Background: an optimization exercise with open tools, aiming at small area, a short achievable clock period and few clock cycles per item. Do not read the settings as production practice.
In this exercise RTL edits were held to simulation tests only and were not proved equivalent to the original.
No activity file was given, so power comes from the tool's default toggle rates.

== JK ==
## exec_unit
module exec_unit (
  input  wire                       clk,
  input  wire                       arst_n_i,
  input  wire                       valid_i,
  input  wire [31:0]                instr_i,
  input  wire [63:0]                src_a_i,
  input  wire [63:0]                src_b_i,
  output logic [63:0]               result_o,
  output logic                      done_o,
  output logic                      ready_o
);
make LEC_CHECK=0 ABC_AREA=1 CAP_MARGIN=20 CORE_MARGIN=10 CORE_UTILIZATION=35 PLACE_DENSITY=0.6 SETUP_SLACK_MARGIN=3.5 SLEW_MARGIN=20 finish   # period 6.5 ns
run.sh (not shown) runs the stock make flow with config.mk's settings and CLKGATE_MAP_FILE= SYNTH_SCRIPT=/design/flow/synth_recipe.tcl, a recipe that flattens the netlist after the stock synthesis.
Testbench counts of JK, summed over its fixed seeds: cycles 23,029, items 16,000.
For MS, these inputs were changed with respect to JK:
Settings: swapping 35 for 40 in CORE_UTILIZATION; swapping 3.5 for 3.3 in SETUP_SLACK_MARGIN.
Results
JK → MS: combinational share of power fell 0.5 points, final period demand of the worst path rose 0.18 ns.
Total routed wire length on the met1 layer ends up higher on MS.
Wire length after detailed routing: MS and JK compared, lower one is JK
Ratio of cells with drive above 1 in the final layout is lower on MS
Vias: MS above JK
What AL does differently from MS at the input level:
Settings: swapping 40 for 45 in CORE_UTILIZATION; swapping 3.3 for 3.5 in SETUP_SLACK_MARGIN.
--- outcome ---
MS and AL ended up with nearly the same compound-cell area share of the yosys netlist. Going from MS to AL, the required time at the worst-slack endpoint was found to have gone up by 0.04 ns. AL -> MS: synthesized flop and latch total delta 0, exact match. Against MS, count of plain and timing-repair buffers in AL rose slightly. Compared with MS, in AL period utilization shows a reduction of 3.5 points, sequential power held steady. Changes observed in AL relative to MS: overall routing resource usage now sits higher, minimum clock period now sits lower. Clock power, MS and AL: smaller value in AL. Measured against each other, MS and AL differ in utilization, the lower figure coming from MS.
## Diff of input files: TR against AL
Settings: swapping 3.5 for 3.4 in SETUP_SLACK_MARGIN; swapping 45 for 40 in CORE_UTILIZATION.
## What came out
- Re hold slack: TR is 0.0088 ns down on AL.
- Comparing TR and AL, the higher power share of the clock group is on TR.
- TR ended up with flop to flop as its kind of critical path; AL ended up with input port to flop.
- TR finished every step from synthesis to the final layout, and the layout passed the timing, DRC and antenna checks.
- When TR is measured against AL, its synthesis-to-finish area growth turns out 1.2 points lower.
- Changes observed in TR relative to AL: total detailed-routing wirelength lost 3.8%; combinational power lost 4.9%; clock tree buffer count of the final layout lost 3.5%; flip-flop and latch count neither gained nor lost much.
- In TR, the global-route wire length before repair came out 7.4 mm below the value in AL.
- Area of all placed cells without fillers: TR better than AL

========
exec_unit again, from the RTL that the note above started with.
==> flow/config.mk <==
export PLATFORM = sky130hd
export DESIGN_NAME = exec_unit
export DESIGN_NICKNAME = exec_unit
export VERILOG_FILES = /design/flow/design.v
export SDC_FILE = /design/flow/constraint.sdc
export NUM_CORES = 4
export LEC_CHECK = 0
export ABC_AREA = 1
export CAP_MARGIN = 20
export CORE_MARGIN = 10
export CORE_UTILIZATION = 40
export PLACE_DENSITY = 0.65
export SETUP_SLACK_MARGIN = 3.5
export SLEW_MARGIN = 20
==> flow/constraint.sdc <==
create_clock -name core_clock -period 6.5 [get_ports {clk}]
set_input_delay 1.3000 -clock core_clock [delete_from_list [all_inputs] [get_ports {clk}]]
set_output_delay 1.3000 -clock core_clock [all_outputs]
set_load 0.01 [all_outputs]
The starting point produced a clean layout.
Testbench counts at the start, summed over its fixed seeds: cycles 23,029, items 16,000.
Rerun with:
--- a/flow/config.mk
+++ b/flow/config.mk
@@ -11,3 +11,3 @@
 export CORE_UTILIZATION = 40
-export PLACE_DENSITY = 0.65
+export PLACE_DENSITY = 0.6
 export SETUP_SLACK_MARGIN = 3.5
The changed run passed the timing, DRC and antenna checks.
Setup slack improves by 0.073 ns.
Critical path depth went up by 4.
First-iteration DRC count went down by 1.2%.
Global-route usage went up by 1.2 points.
Worst hold slack is about the same.
Wire length went up by 2.2%.
Sequential power stays flat.

re-timing with driven ports:
The flow's constraints put no driver on any port. The routed layouts listed below were extracted and timed again, unchanged, in two steps.
Step 1 assumes that a clkbuf_16 drives the clock port and a buf_2 every other input.
Step 2, shift: input delay + t, output delay - t, t = (earliest + latest rising clock arrival at the registers) / 2. This alone moves slack from input paths to output paths.
Three values: ideal, step 1, step 2; two values: the first two.
| run | t, ns | setup slack, ns | worst setup path at the end | cell pins on the clock port's net |
|---|---|---|---|---|
| JK | 0.768 | 3.400 / 3.400 / 2.805 | input to register | 1 |
| MS | 0.766 | 3.221 / 3.247 / 2.508 | input to register | 1 |
| AL | 0.750 | 3.446 / 3.491 / 2.740 | input to register | 1 |
| TR | 0.768 | 3.304 / 3.304 / 2.672 | input to register | 1 |
| the first run of note 2 | 0.757 | 3.405 / 3.405 / 2.698 | input to register | 1 |
| the second run of note 2 | 0.752 | 3.478 / 3.478 / 2.780 | input to register | 1 |
After both steps every run listed still meets setup and hold. For MS, which loses most, drivers alone change the setup slack by +0.026 ns; drivers and shift together by -0.713 ns.
